Background: an optimization exercise with open tools, aiming at small area and few clock cycles. Do not read the settings as production practice.
Function was checked by simulation only, so behaviour that the tests miss may differ from the original.
No activity file was given, so power comes from the tool's default toggle rates.

==> design/flow/design.v <==
`default_nettype none
package mbdpl_pkg;
    typedef enum logic
    {
        KIND_SAMPLE = 1'b0,
        KIND_FETCH  = 1'b1
    } kind_t;
    localparam int RAW_WIDTH      = 5;
    localparam int TIME_WIDTH     = 32;
    localparam int INTERVAL_WIDTH = 16;
    localparam int ACTION_WIDTH   = 3;
    localparam int DOWN_INDEX     = 3;
    localparam logic [INTERVAL_WIDTH-1:0] INTERVAL_RESET = 16'd50;
    localparam int            ADDR_WIDTH             = 3;
    localparam logic [2:0]    ADDR_DEBOUNCE_INTERVAL = 3'd0;
    localparam int            APB_DATA_WIDTH         = 32;
    localparam int IN_TDATA_WIDTH  = 40;
    localparam int OUT_TDATA_WIDTH = 8;
    typedef struct packed
    {
        logic [TIME_WIDTH-1:0] now_ms;
        logic [RAW_WIDTH-1:0]  raw_levels;
        kind_t                 kind;
    } item_t;
endpackage
`default_nettype wire
`default_nettype none
module mbdpl_maj2 (
    input  wire logic [1:0] nx,
    input  wire logic [1:0] y,
    input  wire logic       c,
    output logic            gt
);
    logic br;
    assign br = (nx[0] & y[0]) | (nx[0] & c) | (y[0] & c);
    assign gt = (nx[1] & y[1]) | (nx[1] & br) | (y[1] & br);
endmodule
module mbdpl_maj2_first (
    input  wire logic [1:0] nx,
    input  wire logic [1:0] y,
    output logic            gt
);
    logic br;
    assign br = nx[0] & y[0];
    assign gt = (nx[1] & y[1]) | (nx[1] & br) | (y[1] & br);
endmodule
module mbdpl_gt16 (
    input  wire logic [15:0] nx,
    input  wire logic [15:0] y,
    output logic             gt
);
    logic [8:1] br;
    mbdpl_maj2_first u_first (.nx(nx[1:0]), .y(y[1:0]), .gt(br[1]));
    for (genvar s = 1; s < 8; s++)
    begin : g_step
        mbdpl_maj2 u_step (
            .nx (nx[2*s +: 2]),
            .y  (y[2*s +: 2]),
            .c  (br[s]),
            .gt (br[s+1])
        );
    end
    assign gt = br[8];
endmodule
module mbdpl_fa (
    input  wire logic a,
    input  wire logic b,
    input  wire logic c,
    output logic      s,
    output logic      co
);
    assign s  = a ^ b ^ c;
    assign co = (a & b) | (a & c) | (b & c);
endmodule
module mbdpl_add16 (
    input  wire logic [15:0] a,
    input  wire logic [15:0] b,
    output logic [16:0]      s
);
    logic [16:0] c;
    assign c[0] = 1'b0;
    assign s[0] = a[0] ^ b[0];
    assign c[1] = a[0] & b[0];
    mbdpl_maj2_first u_first (.nx(a[1:0]), .y(b[1:0]), .gt(c[2]));
    mbdpl_fa u_sum_1 (.a(a[1]), .b(b[1]), .c(c[1]), .s(s[1]), .co());
    for (genvar k = 1; k < 8; k++)
    begin : g_step
        mbdpl_maj2 u_carry (
            .nx (a[2*k +: 2]),
            .y  (b[2*k +: 2]),
            .c  (c[2*k]),
            .gt (c[2*k+2])
        );
        mbdpl_fa u_fa (
            .a  (a[2*k]),
            .b  (b[2*k]),
            .c  (c[2*k]),
            .s  (s[2*k]),
            .co (c[2*k+1])
        );
        mbdpl_fa u_sum (.a(a[2*k+1]), .b(b[2*k+1]), .c(c[2*k+1]), .s(s[2*k+1]), .co());
    end
    assign s[16] = c[16];
endmodule
module mbdpl_gray16 (
    input  wire logic [15:0] x,
    output logic [15:0]      g
);
    assign g = x ^ (x >> 1);
endmodule
module mbdpl_low_step2 (
    input  wire logic       z,
    input  wire logic [1:0] x,
    output logic [1:0]      m,
    output logic            zo
);
    assign m[0] = z & x[0];
    assign m[1] = z & ~x[0] & x[1];
    assign zo   = z & ~x[0] & ~x[1];
endmodule
module mbdpl_low16 (
    input  wire logic [15:0] x,
    output logic [15:0]      m
);
    logic [8:0]  z;      
    logic [15:0] low;
    assign z[0] = 1'b1;
    for (genvar k = 0; k < 8; k++)
    begin : g_step
        mbdpl_low_step2 u_step (
            .z  (z[k]),
            .x  (x[2*k +: 2]),
            .m  (low[2*k +: 2]),
            .zo (z[k+1])
        );
    end
    assign m = {low[15] | z[8], low[14:0]};
endmodule
module mbdpl_gray_slice2 (
    input  wire logic [1:0] g,
    input  wire logic [1:0] gx,
    input  wire logic [1:0] q,
    output logic            ne,
    output logic            na
);
    logic [1:0] e;
    assign e  = ~(g ^ gx);
    assign ne = ~(e[0] & e[1]);
    assign na = ~((e[0] | q[0]) & (e[1] | q[1]));
endmodule
module mbdpl_gray_slice2_first (
    input  wire logic [1:0] g,
    input  wire logic [1:0] gx,
    input  wire logic       q1,
    output logic            ne,
    output logic            na,
    output logic            f0
);
    logic [1:0] e;
    assign e  = ~(g ^ gx);
    assign ne = ~(e[0] & e[1]);
    assign na = ~(e[0] & (e[1] | q1));
    assign f0 = e[1] & ~e[0];
endmodule
module mbdpl_gray_near16 (
    input  wire logic [15:0] g,
    input  wire logic        y0,
    input  wire logic [15:0] gx,
    output logic             same,
    output logic             one_above,    
    output logic             one_below     
);
    logic [15:0] low;      
    logic [15:0] q;        
    logic [7:0]  ne;
    logic [7:0]  na;
    logic        f0;
    logic        flip0;    
    logic        flipq;    
    mbdpl_low16 u_low (.x(g), .m(low));
    assign q = {low[15] | low[14], low[13:0], 1'b0};
    mbdpl_gray_slice2_first u_slice_0 (
        .g  (g[1:0]),
        .gx (gx[1:0]),
        .q1 (q[1]),
        .ne (ne[0]),
        .na (na[0]),
        .f0 (f0)
    );
    for (genvar k = 1; k < 8; k++)
    begin : g_slice
        mbdpl_gray_slice2 u_slice (
            .g  (g[2*k +: 2]),
            .gx (gx[2*k +: 2]),
            .q  (q[2*k +: 2]),
            .ne (ne[k]),
            .na (na[k])
        );
    end
    assign same      = ~(|ne);
    assign flip0     = ~(|ne[7:1]) & f0;
    assign flipq     = ~(|na) & ~same;
    assign one_above = y0 ? flipq : flip0;
    assign one_below = y0 ? flip0 : flipq;
endmodule
module mbdpl_window (
    input  wire logic [15:0] ct_lo,
    input  wire logic        ct_wrap,     
    input  wire logic [15:0] nnow_lo,     
    input  wire logic [15:0] nwin_lo,     
    input  wire logic        win_wrap,    
    input  wire logic        hi_same,     
    input  wire logic        hi_above,    
    input  wire logic        hi_below,    
    output logic             br_now,      
    output logic             in_window
);
    logic br_win;    
    logic in_lo;
    logic hi_ok;     
    mbdpl_gt16 u_now (.nx(nnow_lo), .y(ct_lo), .gt(br_now));
    mbdpl_gt16 u_win (.nx(nwin_lo), .y(ct_lo), .gt(br_win));
    assign in_lo     = win_wrap ? (br_win | ~br_now) : (br_win & ~br_now);
    assign hi_ok     = (br_now == ct_wrap) ? hi_same : (br_now ? hi_above : hi_below);
    assign in_window = in_lo & hi_ok;
endmodule
module mbdpl_button_bank #(
    parameter int BUTTON_COUNT = 5
) (
    input  wire logic                                   clk,
    input  wire logic                                   rst_n,
    input  wire logic                                   fire,
    input  wire logic                                   commit,
    input  wire mbdpl_pkg::item_t                       item,
    input  wire logic [mbdpl_pkg::INTERVAL_WIDTH-1:0]   interval,
    output logic      [mbdpl_pkg::ACTION_WIDTH-1:0]     action_code,
    output logic                                        down_held
);
    localparam int TW = mbdpl_pkg::TIME_WIDTH;
    localparam int HW = TW / 2;
    logic [BUTTON_COUNT-1:0] prev_reg;
    logic [BUTTON_COUNT-1:0] stable_reg;
    logic [BUTTON_COUNT-1:0] press_reg;
    logic                    fetch_reg;      
    logic [HW-1:0]           change_time_reg [BUTTON_COUNT];   
    logic [BUTTON_COUNT-1:0] ct_wrap_reg;    
    logic [HW-1:0]           last_hi_gray_reg;                 
    logic                    last_hi_lsb_reg;                  
    logic [BUTTON_COUNT-1:0] settled_reg;    
    logic                    sample_reg;     
    logic [BUTTON_COUNT-1:0] raw;
    logic [BUTTON_COUNT-1:0] changed;
    logic [BUTTON_COUNT-1:0] in_window;
    logic [BUTTON_COUNT-1:0] br_now;
    logic [BUTTON_COUNT-1:0] settled;
    logic [BUTTON_COUNT-1:0] pick;           
    logic [BUTTON_COUNT-1:0] press_eff;      
    logic                    sample;
    logic                    load;
    logic                    interval_zero;
    logic [HW-1:0]           now_lo;
    logic [HW-1:0]           now_hi;
    logic [HW-1:0]           now_hi_gray;
    logic                    hi_same;
    logic                    hi_above;
    logic                    hi_below;
    logic [HW-1:0]           nwin_lo;
    logic                    win_wrap;
    assign raw           = BUTTON_COUNT'(item.raw_levels);
    assign sample        = (item.kind == mbdpl_pkg::KIND_SAMPLE);
    assign load          = fire && sample;
    assign changed       = raw ^ prev_reg;
    assign interval_zero = (interval == '0);
    assign now_lo = item.now_ms[HW-1:0];
    assign now_hi = item.now_ms[TW-1:HW];
    mbdpl_add16 u_win (.a(interval), .b(~now_lo), .s({win_wrap, nwin_lo}));
    mbdpl_gray16 u_now_hi_gray (.x(now_hi), .g(now_hi_gray));
    mbdpl_gray_near16 u_hi (
        .g         (last_hi_gray_reg),
        .y0        (last_hi_lsb_reg),
        .gx        (now_hi_gray),
        .same      (hi_same),
        .one_above (hi_above),
        .one_below (hi_below)
    );
    for (genvar i = 0; i < BUTTON_COUNT; i++)
    begin : g_button
        mbdpl_window u_window (
            .ct_lo     (change_time_reg[i]),
            .ct_wrap   (ct_wrap_reg[i]),
            .nnow_lo   (~now_lo),
            .nwin_lo   (nwin_lo),
            .win_wrap  (win_wrap),
            .hi_same   (hi_same),
            .hi_above  (hi_above),
            .hi_below  (hi_below),
            .br_now    (br_now[i]),
            .in_window (in_window[i])
        );
        assign settled[i] = changed[i] ? interval_zero : ~in_window[i];
    end
    assign pick      = press_reg & ~(press_reg - 1'b1);
    assign press_eff = fetch_reg ? (press_reg & ~pick) : press_reg;
    always_comb
    begin
        action_code = '0;
        for (int i = BUTTON_COUNT - 1; i >= 0; i--)
        begin
            if (pick[i])
            begin
                action_code = mbdpl_pkg::ACTION_WIDTH'(i + 1);
            end
        end
        if (!fetch_reg)
        begin
            action_code = '0;
        end
    end
    assign down_held = ~stable_reg[mbdpl_pkg::DOWN_INDEX];
    always_ff @(posedge clk or negedge rst_n)
    begin
        if (!rst_n)
        begin
            prev_reg   <= '1;
            stable_reg <= '1;
            press_reg  <= '0;
            fetch_reg  <= 1'b0;
        end
        else
        begin
            if (load)
            begin
                prev_reg <= raw;
            end
            if (commit)
            begin
                if (sample_reg)
                begin
                    for (int i = 0; i < BUTTON_COUNT; i++)
                    begin
                        stable_reg[i] <= settled_reg[i] ? prev_reg[i] : stable_reg[i];
                    end
                    press_reg  <= press_eff | (settled_reg & ~prev_reg & stable_reg);
                end
                else
                begin
                    press_reg  <= press_eff;
                end
                fetch_reg <= !sample_reg;
            end
        end
    end
    always_ff @(posedge clk)
    begin
        if (load)
        begin
            for (int i = 0; i < BUTTON_COUNT; i++)
            begin
                if (changed[i])
                begin
                    change_time_reg[i] <= now_lo;
                end
            end
            ct_wrap_reg      <= br_now & ~changed;
            last_hi_gray_reg <= now_hi_gray;
            last_hi_lsb_reg  <= now_hi[0];
        end
        if (fire)
        begin
            settled_reg <= settled;
            sample_reg  <= sample;
        end
    end
endmodule
`default_nettype wire
`default_nettype none
module multi_button_debounce_press_latch #(
    parameter int BUTTON_COUNT = 5
) (
    input  wire logic                                   clk,
    input  wire logic                                   rst_n,
    input  wire logic [mbdpl_pkg::IN_TDATA_WIDTH-1:0]   s_tdata,
    input  wire logic                                   s_tuser,
    input  wire logic                                   s_tvalid,
    output logic                                        s_tready,
    output logic      [mbdpl_pkg::OUT_TDATA_WIDTH-1:0]  m_tdata,
    output logic                                        m_tvalid,
    input  wire logic                                   m_tready,
    input  wire logic                                   psel,
    input  wire logic                                   penable,
    input  wire logic                                   pwrite,
    input  wire logic [mbdpl_pkg::ADDR_WIDTH-1:0]       paddr,
    input  wire logic [mbdpl_pkg::APB_DATA_WIDTH-1:0]   pwdata,
    output logic      [mbdpl_pkg::APB_DATA_WIDTH-1:0]   prdata,
    output logic                                        pready
);
    logic                                       stage_valid_reg;
    logic                                       out_valid_reg;
    logic [mbdpl_pkg::INTERVAL_WIDTH-1:0]       interval_reg;
    logic                                       commit;
    logic                                       in_xfer;
    logic                                       cfg_write;
    logic [mbdpl_pkg::ACTION_WIDTH-1:0]         action_code;
    logic                                       down_held;
    mbdpl_pkg::item_t                           in_item;
    assign in_item.kind       = mbdpl_pkg::kind_t'(s_tuser);
    assign in_item.raw_levels = s_tdata[mbdpl_pkg::RAW_WIDTH-1:0];
    assign in_item.now_ms     =
        s_tdata[mbdpl_pkg::RAW_WIDTH +: mbdpl_pkg::TIME_WIDTH];
    assign commit   = stage_valid_reg && (!out_valid_reg || m_tready);
    assign s_tready = !stage_valid_reg || commit;
    assign in_xfer  = s_tvalid && s_tready;
    assign m_tvalid = out_valid_reg;
    assign m_tdata  = {
        (mbdpl_pkg::OUT_TDATA_WIDTH - mbdpl_pkg::ACTION_WIDTH - 1)'(0),
        down_held, action_code};
    assign pready    = 1'b1;
    assign cfg_write = psel && penable && pwrite
                       && (paddr == mbdpl_pkg::ADDR_DEBOUNCE_INTERVAL);
    assign prdata    = (paddr == mbdpl_pkg::ADDR_DEBOUNCE_INTERVAL)
                       ? mbdpl_pkg::APB_DATA_WIDTH'(interval_reg) : '0;
    mbdpl_button_bank #(
        .BUTTON_COUNT (BUTTON_COUNT)
    ) u_bank (
        .clk         (clk),
        .rst_n       (rst_n),
        .fire        (in_xfer),
        .commit      (commit),
        .item        (in_item),
        .interval    (interval_reg),
        .action_code (action_code),
        .down_held   (down_held)
    );
    always_ff @(posedge clk or negedge rst_n)
    begin
        if (!rst_n)
        begin
            stage_valid_reg <= 1'b0;
            out_valid_reg   <= 1'b0;
            interval_reg    <= mbdpl_pkg::INTERVAL_RESET;
        end
        else
        begin
            if (in_xfer)
            begin
                stage_valid_reg <= 1'b1;
            end
            else if (commit)
            begin
                stage_valid_reg <= 1'b0;
            end
            if (commit)
            begin
                out_valid_reg <= 1'b1;
            end
            else if (m_tready)
            begin
                out_valid_reg <= 1'b0;
            end
            if (cfg_write)
            begin
                interval_reg <= pwdata[mbdpl_pkg::INTERVAL_WIDTH-1:0];
            end
        end
    end
endmodule
`default_nettype wire
==> design/flow/flow/run.sh <==
#!/bin/bash
# Layout flow: the standard flow (standard synthesis unchanged), with
# synthesis buffers removed at floorplan (repair re-buffers where needed),
# one tie cell per constant level rather than one per load, single-strength
# buffers on the ports and a clock tree of clkbuf_16 in large clusters without
# dummy loads. make's whole output goes to flow_make.log here; each ORFS step
# also keeps its own log under orfs/logs/.
set -euo pipefail
bash standard.sh \
    "REMOVE_ABC_BUFFERS=1" \
    "SKIP_REPAIR_TIE_FANOUT=1" \
    "BUFFER_PORTS_ARGS=-buffer_cell sky130_fd_sc_hd__buf_1" \
    "CTS_ARGS=-sink_clustering_enable -repair_clock_nets -buf_list sky130_fd_sc_hd__clkbuf_16 -sink_clustering_size 30 -sink_clustering_max_diameter 120 -dont_use_dummy_load" \
    finish > flow_make.log 2>&1
==> design/flow/standard.sh <==
#!/bin/bash
# synth_recipe.tcl (not shown) runs the flow's synth.tcl, then flattens the netlist and writes it again
# the make line also repeats each setting of config.mk as NAME=value (left out here)
make -C /OpenROAD-flow-scripts/flow DESIGN_CONFIG=/design/flow/config.mk WORK_HOME=/design/flow/orfs CLKGATE_MAP_FILE= SYNTH_SCRIPT=/design/flow/synth_recipe.tcl "${@:-finish}"
==> design/flow/config.mk <==
export PLATFORM = sky130hd
export DESIGN_NAME = multi_button_debounce_press_latch
export DESIGN_NICKNAME = multi_button_debounce_press_latch
export VERILOG_FILES = /design/flow/design.v
export SDC_FILE = /design/flow/constraint.sdc
export NUM_CORES = 4
export LEC_CHECK = 0
export CAP_MARGIN = 20
export CORE_MARGIN = 2
export CORE_UTILIZATION = 55
export GPL_TIMING_DRIVEN = 0
export SLEW_MARGIN = 20
export SYNTH_HIERARCHICAL = 1
==> design/flow/constraint.sdc <==
create_clock -name core_clock -period 6.5 [get_ports {clk}]
set_input_delay 1.3000 -clock core_clock [delete_from_list [all_inputs] [get_ports {clk}]]
set_output_delay 1.3000 -clock core_clock [all_outputs]
set_load 0.01 [all_outputs]
==> results.toml, run 1 <==
[power_and_ir_drop]
max-vdd-ir-drop_uv = 210.3
p_per_area_nw_per_um2 = 312.9
p_leak_uw = 0.003252

[hold_path]
holdPathStages = 1
hold_end = "out_valid_reg$_DFFE_PN0P_"
min_path_type = "reg2reg"
worstHoldStart = "stage_valid_reg$_DFFE_PN0P_"

[cells_and_area]
design_area_um2 = 9072
ff_latch_area_um2 = 4110
final_common_cell = "edfxtp_1"
largest_register_ffs = 80
nNetsFinal = 955
fillers = 1151
n_antenna_cell = 0
area_growth_pct = 10.48
final_cell_mix = "edfxtp_1, nand2_1, a21oi_1"
final_layout_size_suffix_gt1_frac = 0.1066
multi_input_area_um2 = 3824

[floorplanning]
die_x_um = 126.2
io_pins = 126
die-area_um2 = 15920
chipHeight_um = 126.2
core_area_um2 = 14530
rows = 44
initial_core_util = 0.5650

[critical_path]
crit_type = "in2reg"
required_ns = 6.66
r2r_cells = 22
r2r_start = "interval_reg[1]$_DFFE_PN1P_"
worst_r2r_endpoint = "u_bank.settled_reg[3]$_DFFE_PP_"
end_kind = "register"
crit_fanout = 13
arrival_ns = 6.24
start_kind = "primary input"
reg2reg_setup_slack_ns = 1.26

[global_route]
grt_max_degree = 30
antenna_found_initial = 0
grt_use_total = 0.2548
grt_pass1_wl_mm = 31.61
grt_pass1_vias = 6350
grt_overflow = 0

[place]
place_congestion = 0.8220
io_buffers = 85
place_area_um2 = 8640
dp_hpwl_mm = 14.64
dp_slack_ns = -0.07727

[yosys]
yosysTopAreaCellShare = 0.3949
syn_avg_cell_area_um2 = 10.60
synth_simple_gate_area_share = 0.1310
synth_compound_area_frac = 0.1950
ys_seq_area_frac = 0.5005
ys_warn_count = 10
synthXorXnorAreaFrac = 0.03840
ys_ff_latch = 142
synthMuxAreaShare = 0.05927
synth_fa_ha_area_frac = 0.03809
synth_top_area_cell = "edfxtp_1"
synthTopCellsByArea = "edfxtp_1, dfrtp_1, o22ai_1"
synth_top_family_by_area = "compound AO/OA/AOI/OAI gates"
synth_cells = 775
yosysUniqueCellTypes = 46
synth_area_um2 = 8212

[clock_network]
cts-htree-levels = 4
cts.sinks = 142
clockRootBuffer = "clkbuf_16"
cts_buffers = 17
cts_setup_buffers = 0
cts_tree = "built"
path_clk_slew_ns = 0.06
clockBufferDepth = 2
clk_latency_ns = 0.42

[sta]
fin_crit_sh = 0.9361
fin_skew_ns = 0.01923
timing.final.ws_setup_ns = 0.4151
worst_pin_slew_ns = 0.9595
hold_violations = 0
rsz0062_at_grt = "no"
maxClockFrequency_mhz = 164.3
setup_viol_count_final = 0
maxSlewViolCount = 0
min_period_ns = 6.085
slew_headroom = 0.3596

[run]
max-cap-violations = 0

[run_status]
outcome = "timing/DRC/antenna clean"

[routing]
drt_iter0_markers = 378
drt_pass1_iterations = 5
drc = 0
wirelength_mm = 19.72
vias = 6388
drtAntennaViolNets = 0
wire_per_inst_um = 19.00
vias_per_cell = 6.154
## how the worst max path moves through the flow
| stage | from | endpoint | slack (ns) | cells past startpoint |
|---|---|---|---|---|
| 2_1_floorplan | s_tdata[5] | u_bank.settled_reg[0]$_DFFE_PP_ | 1.22 | 23 |
| 3_3_place_gp | s_tdata[5] | u_bank.settled_reg[3]$_DFFE_PP_ | 0.18 | 24 |
| 3_5_place_dp | s_tdata[5] | u_bank.settled_reg[3]$_DFFE_PP_ | -0.08 | 24 |
| 4_1_cts | s_tdata[5] | u_bank.settled_reg[3]$_DFFE_PP_ | 0.35 | 24 |
| 5_1_grt | s_tdata[6] | u_bank.settled_reg[3]$_DFFE_PP_ | 0.03 | 24 |
| 6_report | s_tdata[5] | u_bank.settled_reg[3]$_DFFE_PP_ | 0.42 | 24 |
## stage by stage
stage / hold slack [ns] / total power [µW] / util / setup TNS (ns) / cells
CTS: 0.4907 / 2839 / 0.6237 / 0 / 1038
detailed placement: 0.4933 / 2069 / 0.5944 / -0.07727 / 1021
finish: 0.4846 / 2838 / 0.6242 / 0 / 1038
floorplan: 0.4490 / 1817 / - / 0 / 746
global placement: 0.4588 / 2026 / 0.5877 / 0 / 1015
global route: 0.5000 / 3004 / 0.6242 / 0 / 1038
## layer usage
layer  part of all wire  global-route usage  routed length [µm]
met1               0.42              0.3202                8265
met2               0.50              0.4371                9893
met3              0.049             0.05013                 975
met4              0.030             0.09761                 589
met5                  0                   0                   0
## logic make-up after synthesis
logic type / count (synthesis)
flops: 142
mux: 41
xor+xnor: 36
compound gates: 283
simple gates: 204
fa+ha+maj: 16
other cells: 3
buf+inv: 50
## final cells by class
class	count	area share
tap	184	0.02538
sequential	142	0.4530
timing repair buffer	91	0.04455
clock buffer	17	0.04689
inverter	21	0.008688
multi-input combinational	583	0.4215
## critical path, cell delays in order
cell	delay, ns
buf_1	0.24
inv_2	0.18
a31oi_1	0.19
nor2_1	0.11
fa_1	0.40
fa_2	0.68
o22ai_1	0.11
o21ai_1	0.28
o22ai_1	0.13
o21ai_1	0.19
o22ai_1	0.11
o21ai_1	0.27
o22ai_1	0.14
o21ai_1	0.31
o22ai_1	0.14
o21ai_1	0.20
o22ai_1	0.11
o21ai_1	0.29
o22ai_1	0.13
o21ai_1	0.17
nand2_1	0.09
o22ai_2	0.19
o21a_1	0.16
mux2i_1	0.08
## modules after synthesis, one instance, submodules excluded, excerpt
module / copies in the design / cells inside / area, µm²
mbdpl_gray16: 1 / 16 / 138.9
mbdpl_gray_near16: 1 / 13 / 96.34
mbdpl_gray_slice2_first: 1 / 5 / 32.53
mbdpl_low16: 1 / 2 / 10.01
mbdpl_low_step2: 8 / 3 / 28.78
mbdpl_maj2_first: 11 / 3 / 15.01
mbdpl_window: 5 / 6 / 52.55
multi_button_debounce_press_latch: 1 / 85 / 997.2
## synthesized netlist by cell type (all sizes together)
cell type / number
edfxtp: 108
nand2: 100
a21oi: 89
o22ai: 89
o21ai: 83
and2: 33
mux2: 31
buf: 28
nor2: 26
dfrtp: 21
inv: 21
xnor2: 21
fa: 15
xor2: 15
dfstp: 13
a31oi: 11
mux2i: 10
nand2b: 9
nor4: 9
and3b: 8
nor3b: 8
o21a: 6
o31ai: 4
conb: 3
nand3: 2
nand3b: 2
or2: 2
and4: 1
clkbuf: 1
ha: 1
nand4: 1
nor2b: 1
nor3: 1
nor4b: 1
o41ai: 1
## repair_timing
action | 4_1_cts | 5_1_grt
hold endpoints to repair | 0 | 0
setup endpoints to repair | 0 | 5
resized for setup | 0 | 4
hold buffers | 0 | 0
## where the power goes
part / internal (µW) / switching [µW] / leakage (µW)
logic: 341 / 531 / 0.00165
registers: 1100 / 96.9 / 0.00140
clock network: 451 / 315 / 0.000209
total: 1900 / 943 / 0.00325
Testbench counts, summed over its fixed seeds: cycles 12,016.
==> inputs of run 2 (changes only) <==
==> design/flow/flow/run.sh (replaced) <==
#!/bin/bash
# Layout flow: the standard flow (standard synthesis unchanged), with
# synthesis buffers removed at floorplan (repair re-buffers where needed),
# one tie cell per constant level rather than one per load, single-strength
# buffers on the ports and a clock tree of clkbuf_8 in larger clusters without
# dummy loads. make's whole output goes to flow_make.log here; each ORFS step
# also keeps its own log under orfs/logs/.
set -euo pipefail
bash standard.sh \
    "REMOVE_ABC_BUFFERS=1" \
    "SKIP_REPAIR_TIE_FANOUT=1" \
    "BUFFER_PORTS_ARGS=-buffer_cell sky130_fd_sc_hd__buf_1" \
    "CTS_ARGS=-sink_clustering_enable -repair_clock_nets -buf_list sky130_fd_sc_hd__clkbuf_8 -sink_clustering_size 20 -sink_clustering_max_diameter 120 -sink_buffer_max_cap_derate 1.0 -dont_use_dummy_load" \
    finish > flow_make.log 2>&1
==> results.toml, run 2 <==
[clock_network]
clk_latency_ns = 0.44
cts-htree-levels = 4
cts_buffers = 17
clockBufferDepth = 2
cts_tree = "built"
ctsHoldBuffers = 0
cts.sinks = 142
path_clk_slew_ns = 0.08
clockRootBuffer = "clkbuf_8"

[hold_path]
min_path_type = "reg2reg"
worstHoldStart = "stage_valid_reg$_DFFE_PN0P_"
hold_end = "out_valid_reg$_DFFE_PN0P_"
holdPathStages = 1

[cells_and_area]
n_antenna_cell = 0
final_common_cell = "edfxtp_1"
nNetsFinal = 955
final_cell_mix = "edfxtp_1, nand2_1, a21oi_1"
ff_latch_area_um2 = 4110
area_growth_pct = 8.152
multi_input_area_um2 = 3824
largest_register_ffs = 80
fillers = 1173
final_layout_size_suffix_gt1_frac = 0.1066

[critical_path]
crit_type = "in2reg"
r2r_cells = 22
start_kind = "primary input"
crit_fanout = 12
r2r_start = "interval_reg[1]$_DFFE_PN1P_"
worst_r2r_endpoint = "u_bank.settled_reg[3]$_DFFE_PP_"
arrival_ns = 6.28
reg2reg_setup_slack_ns = 1.24
end_kind = "register"
required_ns = 6.68

[power_and_ir_drop]
pwr-share-seq = 0.464
comb_power_share = 0.337
p_per_area_nw_per_um2 = 290.9
p_leak_uw = 0.003164
power.internal_uw = 1672
swShare = 0.3527
max-vdd-ir-drop_uv = 197.8
power.share.clock = 0.199
p_switching_uw = 911.0
power_uw = 2583

[sta]
rsz0062_at_grt = "no"
setup_tns_ns = 0
fin_skew_ns = 0.01943
hold_violations = 0
worst_pin_slew_ns = 0.9260
setup_viol_count_final = 0
fin_crit_sh = 0.9384
slew_headroom = 0.3820
maxSlewViolCount = 0
min_period_ns = 6.100
maxClockFrequency_mhz = 163.9
timing.final.ws_setup_ns = 0.4005

[global_route]
grt_pass1_vias = 6322
grt_use_total = 0.2530
grt_max_degree = 30
antenna_found_initial = 0
grt_pass1_wl_mm = 31.62
grt_overflow = 0

[floorplanning]
initial_core_util = 0.5650
die-area_um2 = 15920
core_area_um2 = 14530
die_x_um = 126.2
rows = 44
io_pins = 126
chipHeight_um = 126.2

[yosys]
synth_simple_gate_area_share = 0.1310
ys_ff_latch = 142
synth-main-ff-cell = "edfxtp_1"
synth_cells = 775
synthTopCellsByArea = "edfxtp_1, dfrtp_1, o22ai_1"
synthMuxAreaShare = 0.05927
synth_fa_ha_area_frac = 0.03809
synth_edf_count = 108
async_reset_ff_frac = 0.2394
synth_most_common_cell = "edfxtp_1"
synth_top_family_by_area = "compound AO/OA/AOI/OAI gates"
yosysUniqueCellTypes = 46
yosysTopAreaCellShare = 0.3949
synthXorXnorAreaFrac = 0.03840
ys_warn_count = 10
synth_top_area_cell = "edfxtp_1"
synth_area_um2 = 8212
synth_common_cells = "edfxtp_1, nand2_1, a21oi_1"
syn_avg_cell_area_um2 = 10.60
ys_seq_area_frac = 0.5005
synth_compound_area_frac = 0.1950

[run]
max-cap-violations = 0

[routing]
wirelength_mm = 19.73
drc = 0
vias = 6334
vias_per_cell = 6.102
drtAntennaViolNets = 0
wire_per_inst_um = 19.01
drt_pass1_iterations = 5
drt_iter0_markers = 442

[place]
dp_slack_ns = -0.07727
place_congestion = 0.8220
dp_hpwl_mm = 14.64
io_buffers = 85

[run_status]
outcome = "timing/DRC/antenna clean"
[run 2: repair_timing]
action	in CTS	in global routing
endpoints found under the hold margin	0	0
resized for setup	0	4
endpoints found under the setup margin	0	3
buffers inserted	0	0
[run 2: modules after synthesis (local to each module, per instance), excerpt]
| module | area [µm²] | cells inside | flip-flops and latches | times used |
|---|---|---|---|---|
| mbdpl_fa | 20.02 | 1 | 0 | 15 |
| mbdpl_low_step2 | 28.78 | 3 | 0 | 8 |
| mbdpl_add16 | 20.02 | 2 | 0 | 1 |
| mbdpl_gray_slice2_first | 32.53 | 5 | 0 | 1 |
| mbdpl_gray_slice2 | 27.53 | 4 | 0 | 7 |
| mbdpl_maj2 | 20.02 | 4 | 0 | 77 |
| multi_button_debounce_press_latch | 997.2 | 85 | 18 | 1 |
| mbdpl_window | 52.55 | 6 | 0 | 5 |
| mbdpl_low16 | 10.01 | 2 | 0 | 1 |
[run 2: layout make-up]
type	count	area share
Clock buffer	17	0.02635
Inverter	21	0.008876
Multi-Input combinational cell	583	0.4305
Sequential cell	142	0.4628
Tap cell	184	0.02592
Timing Repair Buffer	91	0.04551
[run 2: worst max-delay path, stage by stage]
cell and delay, ns:
buf_1 0.19, inv_1 0.24, a31oi_1 0.20, nor2_1 0.11, fa_1 0.40, fa_2 0.68
o22ai_1 0.11, o21ai_1 0.26, o22ai_1 0.13, o21ai_1 0.20, o22ai_1 0.12, o21ai_1 0.28
o22ai_1 0.14, o21ai_1 0.30, o22ai_1 0.14, o21ai_1 0.21, o22ai_1 0.11, o21ai_1 0.32
o22ai_1 0.14, o21ai_1 0.18, nand2_1 0.09, o22ai_2 0.19, o21a_1 0.16, mux2i_1 0.07
[run 2: power groups by stage]
stage	sequential, µW	combinational, µW	clock [µW]
6_report	1200	870	514
2_1_floorplan	1190	631	0
3_5_place_dp	1220	853	0
4_1_cts	1200	857	527
5_1_grt	1210	964	567
3_3_place_gp	1210	814	0
[run 2: worst max-delay path by stage]
stage,from,end
after detailed placement,s_tdata[5],u_bank.settled_reg[3]$_DFFE_PP_
after global placement,s_tdata[5],u_bank.settled_reg[3]$_DFFE_PP_
after CTS,s_tdata[5],u_bank.settled_reg[3]$_DFFE_PP_
final,s_tdata[6],u_bank.settled_reg[3]$_DFFE_PP_
after global routing,s_tdata[6],u_bank.settled_reg[3]$_DFFE_PP_
after floorplan,s_tdata[5],u_bank.settled_reg[0]$_DFFE_PP_
[run 2: cells by family after synthesis]
logic type | after synthesis
simple gates | 204
compound gates | 283
xor+xnor | 36
fa+ha+maj | 16
mux | 41
buf+inv | 50
other cells | 3
flops | 142
[run 2: routing by layer]
metal	wire, µm	global-route usage	up-vias
li1	-	-	3021
met1	8257	0.3197	3072
met2	10090	0.4472	219
met3	1049	0.04673	22
met4	334	0.06981	0
met5	0	0	-
[run 2: metrics by stage]
| step | hold WS (ns) | cell area [µm²] | utilization | cells |
|---|---|---|---|---|
| floorplan | 0.4490 | 7993 | - | 746 |
| global placement | 0.4588 | 8542 | 0.5877 | 1015 |
| detailed placement | 0.4933 | 8640 | 0.5944 | 1021 |
| CTS | 0.4930 | 8874 | 0.6105 | 1038 |
| global route | 0.5001 | 8881 | 0.6111 | 1038 |
| finish | 0.4866 | 8881 | 0.6111 | 1038 |

[afterwards: timing with drivers on the ports]
How much do the figures lean on ideal ports? The routed layouts below were timed once more, with nothing changed but the port constraints. Step 1 (the two cells are an assumption about what drives the block):
set clk [get_ports {clk}]
set_driving_cell -lib_cell sky130_fd_sc_hd__clkbuf_16 $clk
set_driving_cell -lib_cell sky130_fd_sc_hd__buf_2 [delete_from_list [all_inputs] $clk]
Step 2 also shifts input and output timing later by t, the mid clock arrival at the registers, as if the neighbouring blocks saw the same clock. Three values: no drivers, after step 1, after step 2; two values: the first two.
run	t, ns	setup slack, ns	hold WS [ns]
run 1	0.456	0.415 / 0.428 / -0.027	0.485 / 0.485 / 0.485
run 2	0.473	0.400 / 0.402 / -0.071	0.487 / 0.487 / 0.487
Met with ideal ports but missed after step 2: setup timing in run 1 and run 2. The setup slack of run 2, which loses most, moves by +0.002 ns with the drivers and by -0.471 ns with both steps.
